What follows belongs to an exercise in optimizing a design on an open flow for small area, a short achievable clock period and few clock cycles per item; a production flow would make more cautious choices. RTL that was checked went through simulation tests only; none was proved equivalent to the original. Power figures rest on the tool's default switching activity, not on a simulated workload.

## mvm_accum
module mvm_accum (
    input  logic        clk,
    input  logic        rst,
    input  logic        clr,
    input  logic        s_valid,
    output logic        s_ready,
    input  logic [15:0] s_x,
    input  logic [47:0] s_w,
    output logic        m_valid,
    input  logic        m_ready,
    output logic [47:0] m_data,
    output logic [2:0]  m_ovf
);
    logic [1:0] bc;           
    logic       iv;           
    logic       ilast;        
    logic       afull;        
    logic       s_busy;       
    assign s_ready = ~s_busy;
    wire acc_b  = s_valid & s_ready & ~clr;
    wire o_load = afull & ~m_valid;
    wire [1:0] bc_n    = clr ? 2'd0 : acc_b ? ((bc == 2'd2) ? 2'd0 : bc + 2'd1) : bc;
    wire       afull_n = ~clr & ((iv & ilast) | (afull & ~o_load));
    wire       mval_n  = ~clr & (o_load | (m_valid & ~m_ready));
    wire [16:0] xe = {s_x, 1'b0};
    logic [7:0] eneg, eone, etwo;
    always_comb begin
        for (int i = 0; i < 8; i++) begin
            eneg[i] = xe[2*i+2] & ~(xe[2*i+1] & xe[2*i]);
            eone[i] = xe[2*i+1] ^ xe[2*i];
  ...
Size in the first run: about 3100 cells after synthesis, ~380 flip-flops, roughly 33000 µm² of cells after synthesis.
Settings: LEC_CHECK=0, CAP_MARGIN=20, CORE_MARGIN=2, CORE_UTILIZATION=40, SLEW_MARGIN=20, SYNTH_HIERARCHICAL=1; clock period 9.0 ns.
standard.sh (not shown) runs the stock make flow with config.mk's settings and CLKGATE_MAP_FILE= SYNTH_SCRIPT=/design/flow/synth_recipe.tcl, a recipe that flattens the netlist after the stock synthesis.
==> flow/flow/run.sh <==
#!/bin/bash
set -euo pipefail
mapfile -t KNOBS < <(grep -v '^\s*\(#\|$\)' flow/knobs.txt)
bash standard.sh "${KNOBS[@]}" finish > orfs_make.log 2>&1
==> flow/flow/knobs.txt <==
SETUP_SLACK_MARGIN=6.3
MATCH_CELL_FOOTPRINT=0
BUFFER_PORTS_ARGS=-buffer_cell sky130_fd_sc_hd__buf_2
Then changed:
==> flow/flow/knobs.txt (replaced) <==
SETUP_SLACK_MARGIN=5.8
MATCH_CELL_FOOTPRINT=0
BUFFER_PORTS_ARGS=-buffer_cell sky130_fd_sc_hd__buf_2
After rerunning:
- clock power goes down by about 3%
- clock skew climbs by 0.0044 ns
- core utilization went down by 9.0 points
- die area does not change
- cell count falls by about 10%
- wire length fell by 17%
- global-route usage goes down by 3.2 points
No functional check of the RTL was part of any run of this note.

---

Another version of the RTL of mvm_accum (not shown whole).
Size in the first run: about 3200 cells after synthesis, about 380 flip-flops, about 120 I/O pins, roughly 33000 µm² of cells after synthesis.
## mvm_accum
module mvm_accum (
    input  logic        clk,
    input  logic        rst,
    input  logic        clr,
    input  logic        s_valid,
    output logic        s_ready,
    input  logic [15:0] s_x,
    input  logic [47:0] s_w,
    output logic        m_valid,
    input  logic        m_ready,
    output logic [47:0] m_data,
    output logic [2:0]  m_ovf
);
export LEC_CHECK = 0
export CAP_MARGIN = 20
export CORE_MARGIN = 2
export CORE_UTILIZATION = 40
export SLEW_MARGIN = 20
export SYNTH_HIERARCHICAL = 1
create_clock -name core_clock -period 9.0 [get_ports {clk}]
==> flow/flow/knobs.txt <==
SETUP_SLACK_MARGIN=5.8
Scripts as last shown in full above: flow/flow/run.sh
The baseline passed the timing, design-rule and antenna checks.
Rerun with:
==> flow/flow/knobs.txt (replaced) <==
SETUP_SLACK_MARGIN=5.8
MATCH_CELL_FOOTPRINT=0
BUFFER_PORTS_ARGS=-buffer_cell sky130_fd_sc_hd__buf_2
What happened:
- The new run finished clean
- critical path depth increases by 1
- via count stays flat
- worst setup slack is better by 21 ps
- clock-buffer cell count came out higher by 6
- sequential share of layout area grows by 0.46 points
Function was not checked in any run of this note: the RTL went through the layout flow alone.

---

mvm_accum, a different RTL version from the one above (not shown whole).
Size: ~380 flip-flops, ~33000 um^2 of cells after synthesis.
## mvm_accum
module mvm_accum (
    input  logic        clk,
    input  logic        rst,
    input  logic        clr,
    input  logic        s_valid,
    output logic        s_ready,
    input  logic [15:0] s_x,
    input  logic [47:0] s_w,
    output logic        m_valid,
    input  logic        m_ready,
    output logic [47:0] m_data,
    output logic [2:0]  m_ovf
);
    logic [1:0] bc;           
    logic       iv;           
    logic       ilast;        
    logic       afull;        
    wire acc_b  = s_valid & s_ready & ~clr;
    wire o_load = afull & (~m_valid | m_ready);
    wire [1:0] bc_n    = clr ? 2'd0 : acc_b ? ((bc == 2'd2) ? 2'd0 : bc + 2'd1) : bc;
    wire       afull_n = ~clr & ((iv & ilast) | (afull & ~o_load));
    wire       mval_n  = ~clr & (o_load | (m_valid & ~m_ready));
    wire [16:0] xe = {s_x, 1'b0};
    logic [7:0] eneg, eone, etwo;
    always_comb begin
        for (int i = 0; i < 8; i++) begin
            eneg[i] = xe[2*i+2] & ~(xe[2*i+1] & xe[2*i]);
  ...
clock: 9.0 ns
lec_check: 0
cap_margin: 20
core_margin: 2
core_utilization: 40
slew_margin: 20
synth_hierarchical: 1
==> flow/flow/run.sh <==
#!/bin/bash
set -euo pipefail
MARGIN=$(cat flow/margin.txt)
bash standard.sh SETUP_SLACK_MARGIN=$MARGIN finish > orfs_make.log 2>&1
==> flow/flow/margin.txt <==
5.8
The baseline produced a clean layout.
Then changed:
Settings changed: CTS_BUF_LIST set to sky130_fd_sc_hd__clkbuf_8.
- sequential cell count does not change
- global-route usage came out higher by 0.20 points
- cell count rises slightly
- setup slack got worse by 0.079 ns
- fmax falls by a few percent
- sequential power barely changes
- non-clock buffer count grows by 7
- critical path depth does not change
- cell area went down slightly
- via count climbs slightly
- core utilization goes down by 0.16 points
No functional check of the RTL was part of any run of this note.

---

Setup of v52:
mvm_accum, a different RTL version from the one above (not shown whole).
For scale: about 380 flip-flops, ~120 I/O pins, roughly 33000 µm² of cells after synthesis.
==> flow/config.mk <==
export PLATFORM = sky130hd
export DESIGN_NAME = mvm_accum
export DESIGN_NICKNAME = mvm_accum
export VERILOG_FILES = /design/flow/design.v
export SDC_FILE = /design/flow/constraint.sdc
export NUM_CORES = 4
export LEC_CHECK = 0
export CAP_MARGIN = 20
export CORE_MARGIN = 2
export CORE_UTILIZATION = 40
export CTS_CLUSTER_SIZE = 40
export SLEW_MARGIN = 20
export SYNTH_HIERARCHICAL = 1
==> flow/constraint.sdc <==
create_clock -name core_clock -period 9.0 [get_ports {clk}]
set_input_delay 1.8000 -clock core_clock [delete_from_list [all_inputs] [get_ports {clk}]]
set_output_delay 1.8000 -clock core_clock [all_outputs]
set_load 0.01 [all_outputs]
==> flow/flow/run.sh <==
#!/bin/bash
set -euo pipefail
mapfile -t KNOBS < <(grep -v '^\s*\(#\|$\)' flow/knobs.txt)
bash standard.sh "${KNOBS[@]}" finish > orfs_make.log 2>&1
==> flow/flow/knobs.txt <==
SETUP_SLACK_MARGIN=5.8
MATCH_CELL_FOOTPRINT=0
BUFFER_PORTS_ARGS=-buffer_cell sky130_fd_sc_hd__buf_2
Testbench counts of v52, summed over its fixed seeds: cycles 3,624, items 1,200.
--- input diff v52..v45 ---
==> flow/flow/knobs.txt <==
SETUP_SLACK_MARGIN=6.03
MATCH_CELL_FOOTPRINT=0
BUFFER_PORTS_ARGS=-buffer_cell sky130_fd_sc_hd__buf_2
Results
- Looking at first-pass GRT wire length, v45 sits 0.31% below v52.
- Multi-input logic area: v45 higher than v52
- v45 vs. v52: area added between synthesis and finish grew by 6.0 points; relative contribution of the clock network to total power shrank by 1.8 points.
- On v45: core utilization is 2.4 points higher than what v52 gave.
- Between v52 and v45, clock period minus final worst setup slack decreased.
- Sort v45 and v52 by non-clock buffer count asc -> top: v52
- Global-route track usage on met1: v45 and v52 compared, lower one is v52
- Going from v52 to v45, area of placed instances held; worst-margin pin slew went down 85 ps.
diff inputs: v45 => v1
==> flow/flow/knobs.txt <==
SETUP_SLACK_MARGIN=5.95
MATCH_CELL_FOOTPRINT=0
BUFFER_PORTS_ARGS=-buffer_cell sky130_fd_sc_hd__buf_2
Going from v45 to v1, the non-clock buffer count was found to have gone down by about 30%.
Register-to-register slack is lower on v45
v45 has higher utilization after layout than v1.
On final critical-path required period, v45 tracks v1 almost exactly.
Final standard cell area without fillers delta (v1 − v45): favourable
v1 vs v45, number of resized instances in the post-cts repair step went down by about 24%.
Compared with v45, v1 shows a lower combinational power.
Taking v45 as the reference, in v1 setup slack held, combinational group share of total power shows a reduction of 0.9 points.
Run comparison: v1 worst setup path startpoint g_lane[1].u_lane.data[14]; v45 worst setup path startpoint g_lane[0].u_lane.first
--- input diff v1..v38 ---
--- a/flow/flow/knobs.txt
+++ b/flow/flow/knobs.txt
@@ -3 +3,2 @@
 BUFFER_PORTS_ARGS=-buffer_cell sky130_fd_sc_hd__buf_2
+REMOVE_ABC_BUFFERS=1
### Flow results
- Part of the power in combinational logic: v38 higher than v1
- Number of design-rule violations left by the first detailed-router iteration ends up higher on v38.
- v1 → v38: power moved down; clock skew now sits higher; number of ordinary and repair buffers in the finished layout went up 18.
- Diff v38..v1 | final weighted congestion in routability-driven placement | negligible
- Between v38 and v1, the difference in switching fraction of total power is negligible.
- Diff v1 -> v38: final net count increased by about 0.47% relative to the old numbers, layout overhead on the synthesized area went up, flip-flop and latch count held steady.
Changes in v40 relative to v38:
Settings: removing CTS_CLUSTER_SIZE (formerly 40).
==> flow/flow/knobs.txt <==
SETUP_SLACK_MARGIN=5.95
MATCH_CELL_FOOTPRINT=0
BUFFER_PORTS_ARGS=-buffer_cell sky130_fd_sc_hd__buf_2
CTS_ARGS=-sink_clustering_enable -repair_clock_nets -buf_list sky130_fd_sc_hd__clkbuf_16 -root_buf sky130_fd_sc_hd__clkbuf_16 -sink_clustering_buffer sky130_fd_sc_hd__clkbuf_16 -sink_buffer_max_cap_derate 0.04 -sink_clustering_size 30 -sink_clustering_max_diameter 140
Notes after the runs:
Delta (v40 minus v38): share of final layout cell area taken by clock buffers and inverters decreased 2.7 points, count of non-filler cells in the finished layout decreased about 1.5%, detailed-route wire length decreased 2200 µm, critical path depth decreased 1, via count of the routed design decreased 1.4%. Detailed-routed wire length on met2 | v40 below v38. v40 vs v38: total power down by a little under 10%. Share of the core filled with cells down 1.4 points in v40 wrt v38. Final worst setup slack down 3.0 ps in v40 wrt v38.

## separate check: timing with driven ports
The flow's constraints put no driver on any port. The routed layouts listed below were extracted and timed again, unchanged, in two steps. Step 1, drivers: a clkbuf_16 drives clk and a buf_2 each remaining input, both assumed. Step 2 adds t to the input delays and takes it off the output delays; t is the mean of the earliest and latest rising clock arrival at the registers after step 1. Input paths then give back, and output paths get back, about the clock's delay inside the block. a / b / c = no drivers / after step 1 / after step 2; a / b = the first two.
run	t, ns	setup slack, ns	hold slack, ns	worst slew at a driven data input, ns	cell pins on the clock port's net
the first run of note 1	0.669	6.029 / 5.975 / 5.948	0.529 / 0.529 / 0.529	0.13	1
the second run of note 1	0.641	5.946 / 5.936 / 5.946	0.534 / 0.534 / 0.534	0.12	1
the first run of note 2	0.665	5.797 / 5.782 / 5.521	0.517 / 0.517 / 0.517	0.16	1
the second run of note 2	0.668	5.818 / 5.818 / 5.818	0.510 / 0.510 / 0.510	0.14	1
the first run of note 3	0.676	5.675 / 5.675 / 5.427	0.544 / 0.544 / 0.544	0.09	1
the second run of note 3	0.720	5.596 / 5.596 / 5.407	0.544 / 0.544 / 0.544	0.09	1
v52	0.661	5.892 / 5.892 / 5.699	0.512 / 0.512 / 0.512	0.16	1
v45	0.660	5.968 / 5.938 / 5.740	0.521 / 0.521 / 0.521	0.15	1
v1	0.664	5.968 / 5.903 / 5.696	0.469 / 0.469 / 0.469	0.14	1
v38	0.664	5.993 / 5.928 / 5.669	0.525 / 0.525 / 0.525	0.11	1
v40	0.631	5.990 / 5.924 / 5.709	0.476 / 0.476 / 0.476	0.15	1
After both steps every run listed still meets setup and hold. For v38, which loses most, drivers alone change the setup slack by -0.065 ns; drivers and shift together by -0.324 ns.
